This design comes from an exercise in tuning for small area on the open sky130 flow, not from production work. The RTL was checked by simulation tests, not by an equivalence proof against the original design. The clock port is modelled as an ideal driver, which makes a skipped or thinned clock tree look cheaper than it is; a real chip needs a root buffer or a tree. Power figures rest on the tool's default switching activity, not on a simulated workload.

==> module sift_front_top, before the edit <==
module sift_front_top (
    input  wire logic clk_100mhz,
    input  wire logic sys_rst,
    input  wire logic uart_rxd_i,
    input  wire logic send_req_i,
    output logic      uart_txd_o,
    output logic      frame_loaded_o,
    output logic      pyramid_done_o,
    output logic      busy_o
);
    function automatic logic [5:0] lfsr(input logic [5:0] v);
        lfsr = {v[4:0], ~(v[5] ^ v[4])};
    endfunction
    function automatic logic [1:0] jstep(input logic [1:0] v);
        jstep = {v[0], ~v[1]};
    endfunction
    logic       rxd_meta, rxd_sync;
    logic [4:0] rph;
    logic [5:0] rbaud;
    logic [7:0] rsh;
    logic       rx_wait, rx_stop, rx_data;
    logic       r9, r33, r0;
    logic       rstep, rkill;
    logic       rx_ok;       
    assign rx_wait = !rph[4] && !rph[0];
    assign rx_stop =  rph[4] && !rph[3];
    assign rx_data = !rx_wait && !rx_stop;
    assign r9      = (rbaud == 6'd9);      
    assign r33     = (rbaud == 6'd33);     
    assign r0      = (rbaud == 6'd0);
    assign rx_ok   = rx_stop && r9 && rxd_sync;
    assign rstep   = rx_wait ? (r33 && !rxd_sync) : r9;
    assign rkill   = sys_rst || (rx_wait ? (r33 || (r0 && rxd_sync)) : r9);
    always_ff @(posedge clk_100mhz) begin
        rxd_meta <= uart_rxd_i || sys_rst;
        rxd_sync <= rxd_meta || sys_rst;
        rbaud    <= rkill ? 6'd0 : lfsr(rbaud);
        if (sys_rst)    rph <= '0;
        else if (rstep) rph <= {rph[3:0], !rph[4]};
        if (rx_data && r9) rsh <= {rxd_sync, rsh[7:1]};
    end
    logic [7:0] ring [16];
    logic [3:0] ext;         
    logic       e2;          
    logic [3:0] ph;          
    logic [1:0] py, px;      
    logic       pdy, pdx;    
    logic       xl, yl;
    logic       hit;
    logic       pend;        
    logic       first;       
    logic       last;        
    logic       wr;
    logic [9:0] acc;
    logic [9:0] sum;
    logic [10:0] cy;
    logic [7:0] newv;
    assign hit   = (ph == {py, px});
    assign xl    = (px == 2'b10);
    assign yl    = (py == 2'b10);
    assign first = !pdy && !pdx;
    assign last  =  pdy &&  pdx;
    assign wr    = pend && hit && (!first || rx_data);
    assign acc   = first ? 10'd0 : {e2 && last, ext[0], ring[0]};
    always_comb begin
        cy[0] = 1'b0;
        for (int i = 0; i < 10; i++) begin
            sum[i]  = acc[i] ^ (i < 8 ? rsh[i] : 1'b0) ^ cy[i];
            cy[i+1] = (acc[i] & (i < 8 ? rsh[i] : 1'b0)) | (cy[i] & (acc[i] ^ (i < 8 ? rsh[i] : 1'b0)));
        end
    end
    assign newv = last ? sum[9:2] : sum[7:0];
    always_ff @(posedge clk_100mhz) begin
        for (int i = 0; i < 15; i++) ring[i] <= ring[i+1];
        ring[15] <= wr ? newv : ring[0];
        ext      <= {wr ? sum[8] : ext[0], ext[3:1]};
        if (wr) e2 <= sum[9];
    end
    localparam logic [3:0] Q_STOP = 4'd9, Q_LEAD = 4'd10, Q_WA = 4'd11, Q_WB = 4'd12, Q_IDLE = 4'd15;
    logic [3:0] seq;
    logic [5:0] tb;
    logic       nb;
    logic       lastc;
    logic       term;
    assign lastc = xl && yl;
    assign term  = (tb == 6'd9 && (seq <= 4'd8 || seq == Q_WA)) ||
                   (seq == Q_LEAD && tb == 6'd3) ||
                   (seq == Q_STOP && tb == (lastc ? 6'd19 : 6'd38)) ||
                   (seq == Q_WB && tb == 6'd58);
    assign busy_o         = (seq <= Q_LEAD);
    assign frame_loaded_o = (seq == Q_WA) && (tb == 6'd1);
    assign pyramid_done_o = (seq == Q_WB) && term;
    always_ff @(posedge clk_100mhz) begin
        tb <= (sys_rst || seq == Q_IDLE || term) ? 6'd0 : lfsr(tb);
        if (sys_rst) begin
            seq        <= Q_IDLE;
            uart_txd_o <= 1'b1;
            ph         <= '0;
            py         <= '0;
            px         <= '0;
            pdy        <= 1'b0;
            pdx        <= 1'b0;
            pend       <= 1'b0;
        end else begin
            ph[1:0] <= jstep(ph[1:0]);
            if (ph[1:0] == 2'b10) ph[3:2] <= jstep(ph[3:2]);
            if (rx_ok) pend <= 1'b1;
            else if (wr) begin
                pend <= 1'b0;
                pdx  <= !pdx;
                if (pdx) begin
                    px <= jstep(px);
                    if (xl) begin
                        pdy <= !pdy;
                        if (pdy) py <= jstep(py);
                    end
                end
            end
            case (seq)
                Q_IDLE: begin
                    if (send_req_i)                  seq <= Q_LEAD;
                    else if (rx_ok && last && lastc) seq <= Q_WA;
                end
                Q_WA: if (term) seq <= Q_WB;
                Q_WB: if (term) seq <= send_req_i ? Q_LEAD : Q_IDLE;
                Q_LEAD: if (term) begin
                    seq        <= 4'd0;
                    uart_txd_o <= 1'b0;
                end
                Q_STOP: if (term) begin
                    px         <= jstep(px);
                    if (xl) py <= jstep(py);
                    seq        <= lastc ? Q_IDLE : 4'd0;
                    uart_txd_o <= lastc;
                end
                4'd8: if (term) begin
                    seq        <= Q_STOP;
                    uart_txd_o <= 1'b1;
                end
                default: if (term) begin
                    seq        <= seq + 1'b1;
                    uart_txd_o <= nb;
                end
            endcase
        end
    end
    always_ff @(posedge clk_100mhz) begin
        if (hit) nb <= ring[0][seq[2:0]];
    end
endmodule
==> flow/config.mk <==
export PLATFORM = sky130hd
export DESIGN_NAME = sift_front_top
export DESIGN_NICKNAME = sift_front_top
export VERILOG_FILES = /design/flow/design.v
export SDC_FILE = /design/flow/constraint.sdc
export NUM_CORES = 4
export LEC_CHECK = 0
export CAP_MARGIN = 20
export CORE_MARGIN = 2
export CORE_UTILIZATION = 50
export CTS_BUF_LIST = sky130_fd_sc_hd__clkbuf_8
export CTS_CLUSTER_DIAMETER = 100
export CTS_CLUSTER_SIZE = 30
export SLEW_MARGIN = 20
==> flow/constraint.sdc <==
create_clock -name core_clock -period 10.0 [get_ports {clk_100mhz}]
set_input_delay 2.0000 -clock core_clock [delete_from_list [all_inputs] [get_ports {clk_100mhz}]]
set_output_delay 2.0000 -clock core_clock [all_outputs]
set_load 0.01 [all_outputs]
standard.sh (not shown) runs the stock make flow with config.mk's settings and CLKGATE_MAP_FILE= SYNTH_SCRIPT=/design/flow/synth_recipe.tcl, a recipe that flattens the netlist after the stock synthesis.
==> flow/flow/run.sh <==
#!/bin/bash
# The standard layout (the standard.sh, standard synthesis unchanged), with:
# - after floorplan, the logic between the registers re-mapped for area (flow/restructure.tcl);
# - after clock tree synthesis, the clock tree replaced by a flat one (flow/cts_post.tcl): the
#   clock port drives a root clock inverter, which drives six leaf inverters, each driving the
#   flip-flops of one sixth of the placement; logic gates get their smallest drive;
# - port buffers of the smallest size.
set -euo pipefail
here=$(pwd)
export FLOW_DIR_OWN="$here/flow"
export POST_FLOORPLAN_TCL="$here/flow/restructure.tcl"
export POST_CTS_TCL="$here/flow/cts_post.tcl"
export CTS_ARGS="-sink_clustering_enable -repair_clock_nets -dont_use_dummy_load -buf_list sky130_fd_sc_hd__clkbuf_8"
export BUFFER_PORTS_ARGS="-buffer_cell sky130_fd_sc_hd__buf_1"
bash standard.sh > standard.log 2>&1
Other scripts of this flow, unchanged in this note and not shown: flow/flow/cts_post.tcl, flow/flow/filter_lib.py, flow/flow/restructure.tcl
Next try:
--- a/flow/design.v
+++ b/flow/design.v
@@ -54,49 +54,53 @@
     logic       last;        
     logic       wr;
     logic [9:0] acc;
     logic [9:0] sum;
     logic [10:0] cy;
     logic [7:0] newv;
+    logic [7:0] opnd;
     assign hit   = (ph == {py, px});
     assign xl    = (px == 2'b10);
     assign yl    = (py == 2'b10);
     assign first = !pdy && !pdx;
     assign last  =  pdy &&  pdx;
     assign wr    = pend && hit && (!first || rx_data);
-    assign acc   = first ? 10'd0 : {e2 && last, ext[0], ring[0]};
+    assign opnd  = wr ? rsh : 8'd0;
+    assign acc   = (first && wr) ? 10'd0 : {e2 && last, ext[0], ring[0]};
     always_comb begin
         cy[0] = 1'b0;
         for (int i = 0; i < 10; i++) begin
-            sum[i]  = acc[i] ^ (i < 8 ? rsh[i] : 1'b0) ^ cy[i];
-            cy[i+1] = (acc[i] & (i < 8 ? rsh[i] : 1'b0)) | (cy[i] & (acc[i] ^ (i < 8 ? rsh[i] : 1'b0)));
+            sum[i]  = acc[i] ^ (i < 8 ? opnd[i] : 1'b0) ^ cy[i];
+            cy[i+1] = (acc[i] & (i < 8 ? opnd[i] : 1'b0)) | (cy[i] & (acc[i] ^ (i < 8 ? opnd[i] : 1'b0)));
         end
     end
-    assign newv = last ? sum[9:2] : sum[7:0];
+    assign newv = (wr && last) ? sum[9:2] : sum[7:0];
     always_ff @(posedge clk_100mhz) begin
         for (int i = 0; i < 15; i++) ring[i] <= ring[i+1];
-        ring[15] <= wr ? newv : ring[0];
-        ext      <= {wr ? sum[8] : ext[0], ext[3:1]};
+        ring[15] <= newv;
+        ext      <= {sum[8], ext[3:1]};
         if (wr) e2 <= sum[9];
     end
-    localparam logic [3:0] Q_STOP = 4'd9, Q_LEAD = 4'd10, Q_WA = 4'd11, Q_WB = 4'd12, Q_IDLE = 4'd15;
+    localparam logic [3:0] Q_STOP = 4'd9, Q_WA = 4'd12, Q_WB = 4'd13, Q_IDLE = 4'd14, Q_LEAD = 4'd15;
     logic [3:0] seq;
     logic [5:0] tb;
     logic       nb;
     logic       lastc;
     logic       term;
+    logic       idle;
     assign lastc = xl && yl;
+    assign idle  = (seq == Q_IDLE);
     assign term  = (tb == 6'd9 && (seq <= 4'd8 || seq == Q_WA)) ||
                    (seq == Q_LEAD && tb == 6'd3) ||
                    (seq == Q_STOP && tb == (lastc ? 6'd19 : 6'd38)) ||
                    (seq == Q_WB && tb == 6'd58);
-    assign busy_o         = (seq <= Q_LEAD);
+    assign busy_o         = (seq <= Q_STOP) || (seq == Q_LEAD);
     assign frame_loaded_o = (seq == Q_WA) && (tb == 6'd1);
     assign pyramid_done_o = (seq == Q_WB) && term;
     always_ff @(posedge clk_100mhz) begin
-        tb <= (sys_rst || seq == Q_IDLE || term) ? 6'd0 : lfsr(tb);
+        tb <= (sys_rst || idle || term) ? 6'd0 : lfsr(tb);
         if (sys_rst) begin
             seq        <= Q_IDLE;
             uart_txd_o <= 1'b1;
             ph         <= '0;
             py         <= '0;
             px         <= '0;
@@ -115,38 +119,26 @@
                     if (xl) begin
                         pdy <= !pdy;
                         if (pdy) py <= jstep(py);
                     end
                 end
             end
-            case (seq)
-                Q_IDLE: begin
-                    if (send_req_i)                  seq <= Q_LEAD;
-                    else if (rx_ok && last && lastc) seq <= Q_WA;
-                end
-                Q_WA: if (term) seq <= Q_WB;
-                Q_WB: if (term) seq <= send_req_i ? Q_LEAD : Q_IDLE;
-                Q_LEAD: if (term) begin
-                    seq        <= 4'd0;
-                    uart_txd_o <= 1'b0;
-                end
-                Q_STOP: if (term) begin
+            if (idle) begin
+                if (send_req_i)                  seq <= Q_LEAD;
+                else if (rx_ok && last && lastc) seq <= Q_WA;
+            end else if (term) begin
+                if (seq == Q_STOP)                    seq <= lastc ? Q_IDLE : 4'd0;
+                else if (seq == Q_WB && send_req_i)   seq <= Q_LEAD;
+                else                                  seq <= seq + 1'b1;
+                if (busy_o) uart_txd_o <= (seq == Q_LEAD || (seq == Q_STOP && !lastc)) ? 1'b0 :
+                                          (seq <= 4'd7) ? nb : 1'b1;
+                if (seq == Q_STOP) begin
                     px         <= jstep(px);
                     if (xl) py <= jstep(py);
-                    seq        <= lastc ? Q_IDLE : 4'd0;
-                    uart_txd_o <= lastc;
                 end
-                4'd8: if (term) begin
-                    seq        <= Q_STOP;
-                    uart_txd_o <= 1'b1;
-                end
-                default: if (term) begin
-                    seq        <= seq + 1'b1;
-                    uart_txd_o <= nb;
-                end
-            endcase
+            end
         end
     end
     always_ff @(posedge clk_100mhz) begin
         if (hit) nb <= ring[0][seq[2:0]];
     end
 endmodule
Result:
- The new run went through all stages and came out clean
- cell count falls by 1.1%
- critical path depth rises by 5
- via count falls by about 4%
- wire length falls by about 5.4%
- worst setup slack degrades by 1300 ps
- first-iteration DRC count falls by about 23%
- die area falls by about 1.4%
- area after synthesis falls by 1.5%
- total power hardly moves
- design area falls by 0.79%
In every run of this note, the design's own scripts or RTL, not TritonCTS, make the clock network.

-- static timing again, ports no longer ideal --
How much do the figures lean on ideal ports? The routed layouts below were timed once more, with nothing changed but the port constraints. Step 1 sets driving cells, clkbuf_16 on the clock port and buf_2 on the other inputs (assumed; they add their load-dependent delay and slew). Step 2 times the ports against the registers' clock, not the clock port: input delays grow and output delays shrink by t, the midpoint of the rising clock arrivals with the driver on. Slacks: ideal ports / drivers / drivers and shift; pairs: ideal ports / drivers.
| run | t, ns | setup WS [ns] | worst setup path at the end | worst register clock-pin slew, ns |
|---|---|---|---|---|
| the first run | 0.326 | 5.920 / 5.920 / 5.920 | register to register | 0.11 / 0.11 |
| the second run | 0.324 | 4.651 / 4.651 / 4.651 | register to register | 0.12 / 0.12 |
After both steps every run listed still meets setup and hold.
